What follows belongs to an exercise in optimizing a design on an open flow for small area; a production flow would make more cautious choices.
Function was checked by simulation only, so behaviour that the tests miss may differ from the original.
Power and IR drop assume default switching activity.

## ahb_config_bridge
module ahb_config_bridge
(
	input  logic        Hclk,
	input  logic        Hresetn,
	input  logic [1:0]  Htrans,
	input  logic [2:0]  Hsize,
	input  logic        Hwrite,
	input  logic [31:0] Haddr,
	input  logic [31:0] Hwdata,
	input  logic        Hreadyin,
	input  logic        Hreadyout_in,
	output logic [1:0]  Hresp,
	output logic        Hreadyout,
	output logic [3:0]  Pselx_out,
	output logic        valid,
	output logic [31:0] config_reg_data
);
Size: roughly 1100 cells after synthesis, about 300 flip-flops, about 0.016 mm^2 of cells after synthesis.
clock: 10.0 ns
lec_check: 0
cap_margin: 20
core_margin: 2
core_utilization: 60
slew_margin: 20
standard.sh (not shown) runs the stock make flow with config.mk's settings and CLKGATE_MAP_FILE= SYNTH_SCRIPT=/design/flow/synth_recipe.tcl, a recipe that flattens the netlist after the stock synthesis.
==> flow/flow/run.sh <==
#!/bin/bash
# Layout flow: the standard ORFS flow (standard.sh) with three changes:
#  - synthesis is the standard flow's script (synth_recipe.tcl, so synth -nofsm -noshare, flatten and the
#    renames are unchanged), but ABC maps the logic with flow/area.abc; flip-flops are mapped
#    by dfflibmap before ABC runs, so the registers are those of the standard synthesis
#  - every input and output port still gets a buffer, of the cell in PORT_BUF
#  - CTS uses clkbuf_8 with small sink clusters and no dummy loads
# Each tool's output is in flow.log and in ORFS's per-step logs under orfs/logs.
set -euo pipefail
W=$(pwd)
F=$W/flow
PORT_BUF=${PORT_BUF:-sky130_fd_sc_hd__buf_1}

sed 's#^  log_cmd abc {\*}\$abc_args#  set abc_args [lreplace $abc_args 1 1 '"$F"'/area.abc]\n  log_cmd abc {*}$abc_args#' \
	"$FLOW_HOME/scripts/synth.tcl" > "$W/my_synth.tcl"
grep -q 'area.abc' "$W/my_synth.tcl"
sed 's#source $::env(SCRIPTS_DIR)/synth.tcl#source '"$W"'/my_synth.tcl#' "$W/synth_recipe.tcl" > "$W/my_synth_recipe.tcl"
grep -q 'my_synth.tcl' "$W/my_synth_recipe.tcl"
sed 's#SYNTH_SCRIPT=[^ ]*#SYNTH_SCRIPT='"$W"'/my_synth_recipe.tcl#' "$W/standard.sh" > "$W/my_standard.sh"
grep -q 'my_synth_recipe.tcl' "$W/my_standard.sh"

export BUFFER_PORTS_ARGS="-buffer_cell $PORT_BUF"
export CTS_ARGS="-sink_clustering_enable -repair_clock_nets -dont_use_dummy_load -buf_list {sky130_fd_sc_hd__clkbuf_8} -sink_clustering_size 20 -sink_clustering_max_diameter 60 -sink_clustering_levels 1"

bash "$W/my_standard.sh" > "$W/flow.log" 2>&1
==> flow/flow/area.abc <==
&get -n
&st
&syn3
&dch
&nf -a -R 1000
&put
topo
stime -c
Rerun with:
--- a/flow/flow/run.sh
+++ b/flow/flow/run.sh
@@ -22,3 +22,3 @@
 export BUFFER_PORTS_ARGS="-buffer_cell $PORT_BUF"
-export CTS_ARGS="-sink_clustering_enable -repair_clock_nets -dont_use_dummy_load -buf_list {sky130_fd_sc_hd__clkbuf_8} -sink_clustering_size 20 -sink_clustering_max_diameter 60 -sink_clustering_levels 1"
+export CTS_ARGS="-sink_clustering_enable -repair_clock_nets -dont_use_dummy_load -buf_list {sky130_fd_sc_hd__clkbuf_8} -sink_clustering_size 16 -sink_clustering_max_diameter 60 -sink_clustering_levels 1"
 
Settings changed: CORE_UTILIZATION 60 to 70.
What happened:
- The changed run ran to the end with no violations
- worst hold slack gains 0.0066 ns
- register-to-register slack gains 0.12 ns
- clock-buffer cell count drops by 1
- fmax drops by a few percent
- clock power drops slightly
Rerun with:
Settings changed: CORE_UTILIZATION 70 to 80.
Routed wire length climbs by 8.0%.
Global-route usage came out higher by 11 points.
Total power grows by about 0.8%.
Hold slack is worse by 0.0086 ns.
Die area went down by 12%.
Register-to-register slack loses 0.35 ns.
Setup slack is worse by 0.30 ns.
Cell count shrinks by about 0.9%.

========
## run A
Another version of the RTL of ahb_config_bridge (not shown whole).
Size in the first run: ~1200 cells after synthesis, ~300 flip-flops, roughly 110 I/O pins, about 0.016 mm^2 of cells after synthesis.
export LEC_CHECK = 0
export CAP_MARGIN = 20
export CORE_MARGIN = 2
export CORE_UTILIZATION = 50
export SLEW_MARGIN = 20
create_clock -name core_clock -period 10.0 [get_ports {Hclk}]
==> flow/flow/run.sh <==
#!/bin/bash
# Layout flow: the standard ORFS flow (standard.sh) with three changes:
#  - synthesis is the standard flow's script (synth_recipe.tcl, so synth -nofsm -noshare, flatten and the
#    renames are unchanged), but ABC maps the logic with flow/area.abc; flip-flops are mapped
#    by dfflibmap before ABC runs, so the registers are those of the standard synthesis
#  - every input and output port still gets a buffer, of the cell in PORT_BUF
#  - CTS uses clkbuf_8 with small sink clusters and no dummy loads
# Each tool's output is in flow.log and in ORFS's per-step logs under orfs/logs.
set -euo pipefail
W=$(pwd)
F=$W/flow
PORT_BUF=${PORT_BUF:-sky130_fd_sc_hd__buf_1}

sed 's#^  log_cmd abc {\*}\$abc_args#  set abc_args [lreplace $abc_args 1 1 '"$F"'/area.abc]\n  log_cmd abc {*}$abc_args#' \
	"$FLOW_HOME/scripts/synth.tcl" > "$W/my_synth.tcl"
grep -q 'area.abc' "$W/my_synth.tcl"
sed 's#source $::env(SCRIPTS_DIR)/synth.tcl#source '"$W"'/my_synth.tcl#' "$W/synth_recipe.tcl" > "$W/my_synth_recipe.tcl"
grep -q 'my_synth.tcl' "$W/my_synth_recipe.tcl"
sed 's#SYNTH_SCRIPT=[^ ]*#SYNTH_SCRIPT='"$W"'/my_synth_recipe.tcl#' "$W/standard.sh" > "$W/my_standard.sh"
grep -q 'my_synth_recipe.tcl' "$W/my_standard.sh"

export BUFFER_PORTS_ARGS="-buffer_cell $PORT_BUF"
export CTS_ARGS="-sink_clustering_enable -repair_clock_nets -dont_use_dummy_load -buf_list {sky130_fd_sc_hd__clkbuf_8} -sink_clustering_size 16 -sink_clustering_max_diameter 60 -sink_clustering_levels 1"

bash "$W/my_standard.sh" > "$W/flow.log" 2>&1
==> flow/flow/area.abc <==
&get -n
&st
&syn2
&dch
&nf -a -R 1000
&st
&syn2
&dch
&nf -a -R 1000
&put
topo
stime -c
Run A completed every stage of the flow, and the final layout passed the timing, DRC and antenna checks.
The following lists how run B was set up differently from run A:
# run A
export LEC_CHECK = 0
export CAP_MARGIN = 20
export CORE_MARGIN = 2
export CORE_UTILIZATION = 50
export SLEW_MARGIN = 20
create_clock -name core_clock -period 10.0 [get_ports {Hclk}]
# run B
export LEC_CHECK = 0
export CAP_MARGIN = 20
export CORE_MARGIN = 2
export CORE_UTILIZATION = 60
export GPL_TIMING_DRIVEN = 0
export SLEW_MARGIN = 20
create_clock -name core_clock -period 10.0 [get_ports {Hclk}]
Results
Run A -> run B: total standard cell area after synthesis delta 0, exact match
Against run A, run B comes in 1.7% higher on final area.
Summary of run B over run A: overall routing resource usage has increased; final period demand of the worst path closely matched the old numbers; slack of the critical path neither gained nor lost much.

========
v34:
Starting RTL as in the previous note.
clock: 10.0 ns
lec_check: 0
cap_margin: 10
core_margin: 2
core_utilization: 60
slew_margin: 10
Scripts as last shown in full above: flow/flow/run.sh, flow/flow/area.abc
v34 closes out successfully: all stages finished, all timing, DRC and antenna checks passed.
Input changes introduced in v6 (baseline for comparison: v34):
# v34
export LEC_CHECK = 0
export CAP_MARGIN = 10
export CORE_MARGIN = 2
export CORE_UTILIZATION = 60
export SLEW_MARGIN = 10
create_clock -name core_clock -period 10.0 [get_ports {Hclk}]
# v6
export LEC_CHECK = 0
export CAP_MARGIN = 20
export CORE_MARGIN = 2
export CORE_UTILIZATION = 60
export PLACE_DENSITY = 0.75
export SLEW_MARGIN = 20
create_clock -name core_clock -period 10.0 [get_ports {Hclk}]
--- outcome ---
A slowest cell on the critical path of sky130_fd_sc_hd__buf_1 is what v6 shows, while sky130_fd_sc_hd__fa_1 belongs to v34.
v6 gives more vias after detailed routing than v34 did.
Relative slew slack: v6 lower than v34
For utilization, v34 and v6 come out practically identical.
As far as final max-slew violation count goes, v34 and v6 are indistinguishable; the numbers are identical.
Between v34 and v6, the internal power component is lower for v34.
Relative to v6, the following input files were edited for v49:
# v6
export LEC_CHECK = 0
export CAP_MARGIN = 20
export CORE_MARGIN = 2
export CORE_UTILIZATION = 60
export PLACE_DENSITY = 0.75
export SLEW_MARGIN = 20
create_clock -name core_clock -period 10.0 [get_ports {Hclk}]
# v49
export LEC_CHECK = 0
export CAP_MARGIN = 20
export CORE_MARGIN = 2
export CORE_UTILIZATION = 60
export SLEW_MARGIN = 20
create_clock -name core_clock -period 10.0 [get_ports {Hclk}]
Results
Diff v6 -> v49: register fraction of the total cell area comparable, share of the cycle needed by the critical path after routing now smaller, number of sinks handled by clock tree synthesis comparable, area of all placed cells without fillers comparable.
For v6, the endpoint of the most critical setup path was Pselx_out[2], unlike v49, where it was Pselx_out[1].
Inputs modified between v49 and v5:
# v49
export LEC_CHECK = 0
export CAP_MARGIN = 20
export CORE_MARGIN = 2
export CORE_UTILIZATION = 60
export SLEW_MARGIN = 20
create_clock -name core_clock -period 10.0 [get_ports {Hclk}]
# v5
export LEC_CHECK = 0
export CAP_MARGIN = 20
export CORE_MARGIN = 2
export CORE_UTILIZATION = 60
export PLACE_DENSITY = 0.75
export SLEW_MARGIN = 20
create_clock -name core_clock -period 10.0 [get_ports {Hclk}]
--- a/flow/flow/run.sh
+++ b/flow/flow/run.sh
@@ -23 +23 @@
-export CTS_ARGS="-sink_clustering_enable -repair_clock_nets -dont_use_dummy_load -buf_list {sky130_fd_sc_hd__clkbuf_8} -sink_clustering_size 16 -sink_clustering_max_diameter 60 -sink_clustering_levels 1"
+export CTS_ARGS="-sink_clustering_enable -repair_clock_nets -dont_use_dummy_load -buf_list {sky130_fd_sc_hd__clkbuf_8} -sink_clustering_size 20 -sink_clustering_max_diameter 60 -sink_clustering_levels 1"
Results
Clock-cell share of area: v49 vs v5, no meaningful difference. From v49 to v5 the numbers moved as follows: number of design-rule violations left by the first detailed-router iteration moved down; area of the die ~0 delta; share of power burned in the clock network now smaller. Measured against each other, v49 and v5 differ in first-pass GRT wire length, the higher figure coming from v49.
Inputs modified between v5 and v55:
# v5
export LEC_CHECK = 0
export CAP_MARGIN = 20
export CORE_MARGIN = 2
export CORE_UTILIZATION = 60
export PLACE_DENSITY = 0.75
export SLEW_MARGIN = 20
create_clock -name core_clock -period 10.0 [get_ports {Hclk}]
# v55
export LEC_CHECK = 0
export CAP_MARGIN = 20
export CORE_MARGIN = 2
export CORE_UTILIZATION = 70
export SLEW_MARGIN = 20
create_clock -name core_clock -period 10.0 [get_ports {Hclk}]
--- a/flow/flow/run.sh
+++ b/flow/flow/run.sh
@@ -23 +23 @@
-export CTS_ARGS="-sink_clustering_enable -repair_clock_nets -dont_use_dummy_load -buf_list {sky130_fd_sc_hd__clkbuf_8} -sink_clustering_size 20 -sink_clustering_max_diameter 60 -sink_clustering_levels 1"
+export CTS_ARGS="-sink_clustering_enable -repair_clock_nets -dont_use_dummy_load -buf_list {sky130_fd_sc_hd__clkbuf_8} -sink_clustering_size 16 -sink_clustering_max_diameter 50"
Results
Per the comparison of v55 with v5, wire length of the first global-routing pass went up 310 um, power per cell area increased 2.8 nW/um2, overall routing resource usage has increased. A worst-path cell with the longest stage delay of sky130_fd_sc_hd__buf_1 is what v5 shows, while sky130_fd_sc_hd__fa_1 belongs to v55.
Setup changes, v55 to v58
# v55
export LEC_CHECK = 0
export CAP_MARGIN = 20
export CORE_MARGIN = 2
export CORE_UTILIZATION = 70
export SLEW_MARGIN = 20
create_clock -name core_clock -period 10.0 [get_ports {Hclk}]
# v58
export LEC_CHECK = 0
export CAP_MARGIN = 20
export CORE_MARGIN = 2
export CORE_UTILIZATION = 60
export SLEW_MARGIN = 20
create_clock -name core_clock -period 10.0 [get_ports {Hclk}]
==> comparison <==
Cmp v58 vs v55: die width higher in v58
Summary of v58 over v55: final cycle utilization of the critical path -0.69 points, sequential share of layout area -0.18 points, final-layout clock buffer total +3.4%, first-pass GRT wire length +610 um, vias per cell -0.52.
The lower achievable clock frequency of v55 and v58 is in v55.
v58 vs. v55: post-DP HPWL went up by about 2.3%.
Sort v55 and v58 by total number of placement rows, ascending, and v55 comes first.
Via count in v58 is 432 below v55.
v55 and v58 all finish clean.

========
RTL: one of the versions met above, not the one the previous note started from.
Size: ~1,100 cells after synthesis, roughly 300 flip-flops, ~16,000 µm² of cells after synthesis.
Design ahb_config_bridge, start of the top module:
module ahb_config_bridge
(
	input  logic        Hclk,
	input  logic        Hresetn,
	input  logic [1:0]  Htrans,
	input  logic [2:0]  Hsize,
	input  logic        Hwrite,
	input  logic [31:0] Haddr,
	input  logic [31:0] Hwdata,
	input  logic        Hreadyin,
	input  logic        Hreadyout_in,
	output logic [1:0]  Hresp,
	output logic        Hreadyout,
	output logic [3:0]  Pselx_out,
	output logic        valid,
	output logic [31:0] config_reg_data
);
	localparam logic [127:0] RESET_BASE = ahb_cfg_pkg::RESET_BASE;
	localparam logic [127:0] RESET_SIZE = ahb_cfg_pkg::RESET_SIZE;
	logic       err_first;     
	logic       err_last;      
	logic       error_flag;
	logic [1:0] prev_trans;    
	logic [1:0] last_size;     
	logic       last_write;
	logic [3:0] wr_code;       
	logic       ready;         
	logic busy, active, cfg_hit, accept;
	assign busy    = err_first | err_last;
	assign active  = Htrans[1];
	assign cfg_hit = (Haddr[31:4] == 28'd0) && (!Haddr[3] || (Haddr[2:0] == 3'd0));
	assign accept  = Hreadyin && active && !busy;
	logic oversize, misaligned, seq_after_idle, burst_change;
	assign oversize       = Hsize[2] || (Hsize[1] && Hsize[0]);
  ...
export LEC_CHECK = 0
export CAP_MARGIN = 20
export CORE_MARGIN = 2
export CORE_UTILIZATION = 75
export SLEW_MARGIN = 20
create_clock -name core_clock -period 10.0 [get_ports {Hclk}]
==> flow/flow/run.sh <==
#!/bin/bash
# Layout flow: the standard ORFS flow (standard.sh) with three changes:
#  - synthesis is the standard flow's script (synth_recipe.tcl, so synth -nofsm -noshare, flatten and the
#    renames are unchanged), but ABC maps the logic with flow/area.abc; flip-flops are mapped
#    by dfflibmap before ABC runs, so the registers are those of the standard synthesis
#  - every input and output port still gets a buffer, of the cell in PORT_BUF
#  - CTS uses clkbuf_8 with small sink clusters and no dummy loads
# Each tool's output is in flow.log and in ORFS's per-step logs under orfs/logs.
set -euo pipefail
W=$(pwd)
F=$W/flow
PORT_BUF=${PORT_BUF:-sky130_fd_sc_hd__buf_1}

sed 's#^  log_cmd abc {\*}\$abc_args#  set abc_args [lreplace $abc_args 1 1 '"$F"'/area.abc]\n  log_cmd abc {*}$abc_args#' \
	"$FLOW_HOME/scripts/synth.tcl" > "$W/my_synth.tcl"
grep -q 'area.abc' "$W/my_synth.tcl"
sed 's#source $::env(SCRIPTS_DIR)/synth.tcl#source '"$W"'/my_synth.tcl#' "$W/synth_recipe.tcl" > "$W/my_synth_recipe.tcl"
grep -q 'my_synth.tcl' "$W/my_synth_recipe.tcl"
sed 's#SYNTH_SCRIPT=[^ ]*#SYNTH_SCRIPT='"$W"'/my_synth_recipe.tcl#' "$W/standard.sh" > "$W/my_standard.sh"
grep -q 'my_synth_recipe.tcl' "$W/my_standard.sh"

export BUFFER_PORTS_ARGS="-buffer_cell $PORT_BUF"
export CTS_ARGS="-sink_clustering_enable -repair_clock_nets -dont_use_dummy_load -buf_list {sky130_fd_sc_hd__clkbuf_8} -sink_clustering_size 16 -sink_clustering_max_diameter 60 -sink_clustering_levels 1"

bash "$W/my_standard.sh" > "$W/flow.log" 2>&1
==> flow/flow/area.abc <==
&get -n
&st
&syn3
&dch
&nf -a -R 1000
&put
topo
stime -c
Next try:
- CORE_UTILIZATION: 75 -> 65
Effect: Count of clock-buffer cells in the layout is higher by 2; power is higher by 0.37%; die area is higher by 15%; flip-flop and latch count is unchanged; global-route usage falls by 6.5 points; synthesized cell count is unchanged.
Next try:
- CORE_UTILIZATION: 65 -> 60
After rerunning: Cell count climbs by 1.2%. Die area rose by 8.1%. Fmax shrinks by 0.37%. Synthesized area does not change.

-- static timing again, ports no longer ideal --
The results above use ideal ports. As a check the final layouts listed here were re-extracted and re-timed, cells and wires unchanged. Step 1 assumes that a clkbuf_16 drives the clock port and a buf_2 every other input. Step 2 moves the port delays by t, midway between the first and last clock arrival at a register: inputs arrive t later, outputs are due t later. That takes back most of the time a late clock gives input paths. Three values: ideal, step 1, step 2; two values: the first two.
run	shift t [ns]	slack for setup (ns)	worst slew at a driven data input, ns	pins driven straight from the clock port
the first run of note 1	0.623	0.925 / 0.893 / 0.893	0.04	1
the second run of note 1	0.615	0.600 / 0.557 / 0.557	0.07	1
the third run of note 1	0.615	0.297 / 0.275 / 0.275	0.07	1
run A	0.641	0.430 / 0.410 / 0.410	0.09	1
run B	0.617	0.431 / 0.389 / 0.389	0.07	1
v34	0.622	0.578 / 0.558 / 0.558	0.07	1
v6	0.627	0.316 / 0.291 / 0.291	0.07	1
v49	0.622	0.578 / 0.558 / 0.558	0.07	1
v5	0.627	0.279 / 0.253 / 0.253	0.07	1
v55	0.635	0.466 / 0.436 / 0.436	0.06	1
v58	0.635	0.536 / 0.516 / 0.516	0.07	1
the first run of note 4	0.623	0.448 / 0.419 / 0.419	0.05	1
the second run of note 4	0.617	0.911 / 0.871 / 0.871	0.07	1
the third run of note 4	0.635	0.877 / 0.844 / 0.844	0.04	1
After both steps setup and hold are still met in every run listed. The setup slack of the second run of note 1, which loses most, moves by -0.043 ns with the drivers and by -0.043 ns with both steps.
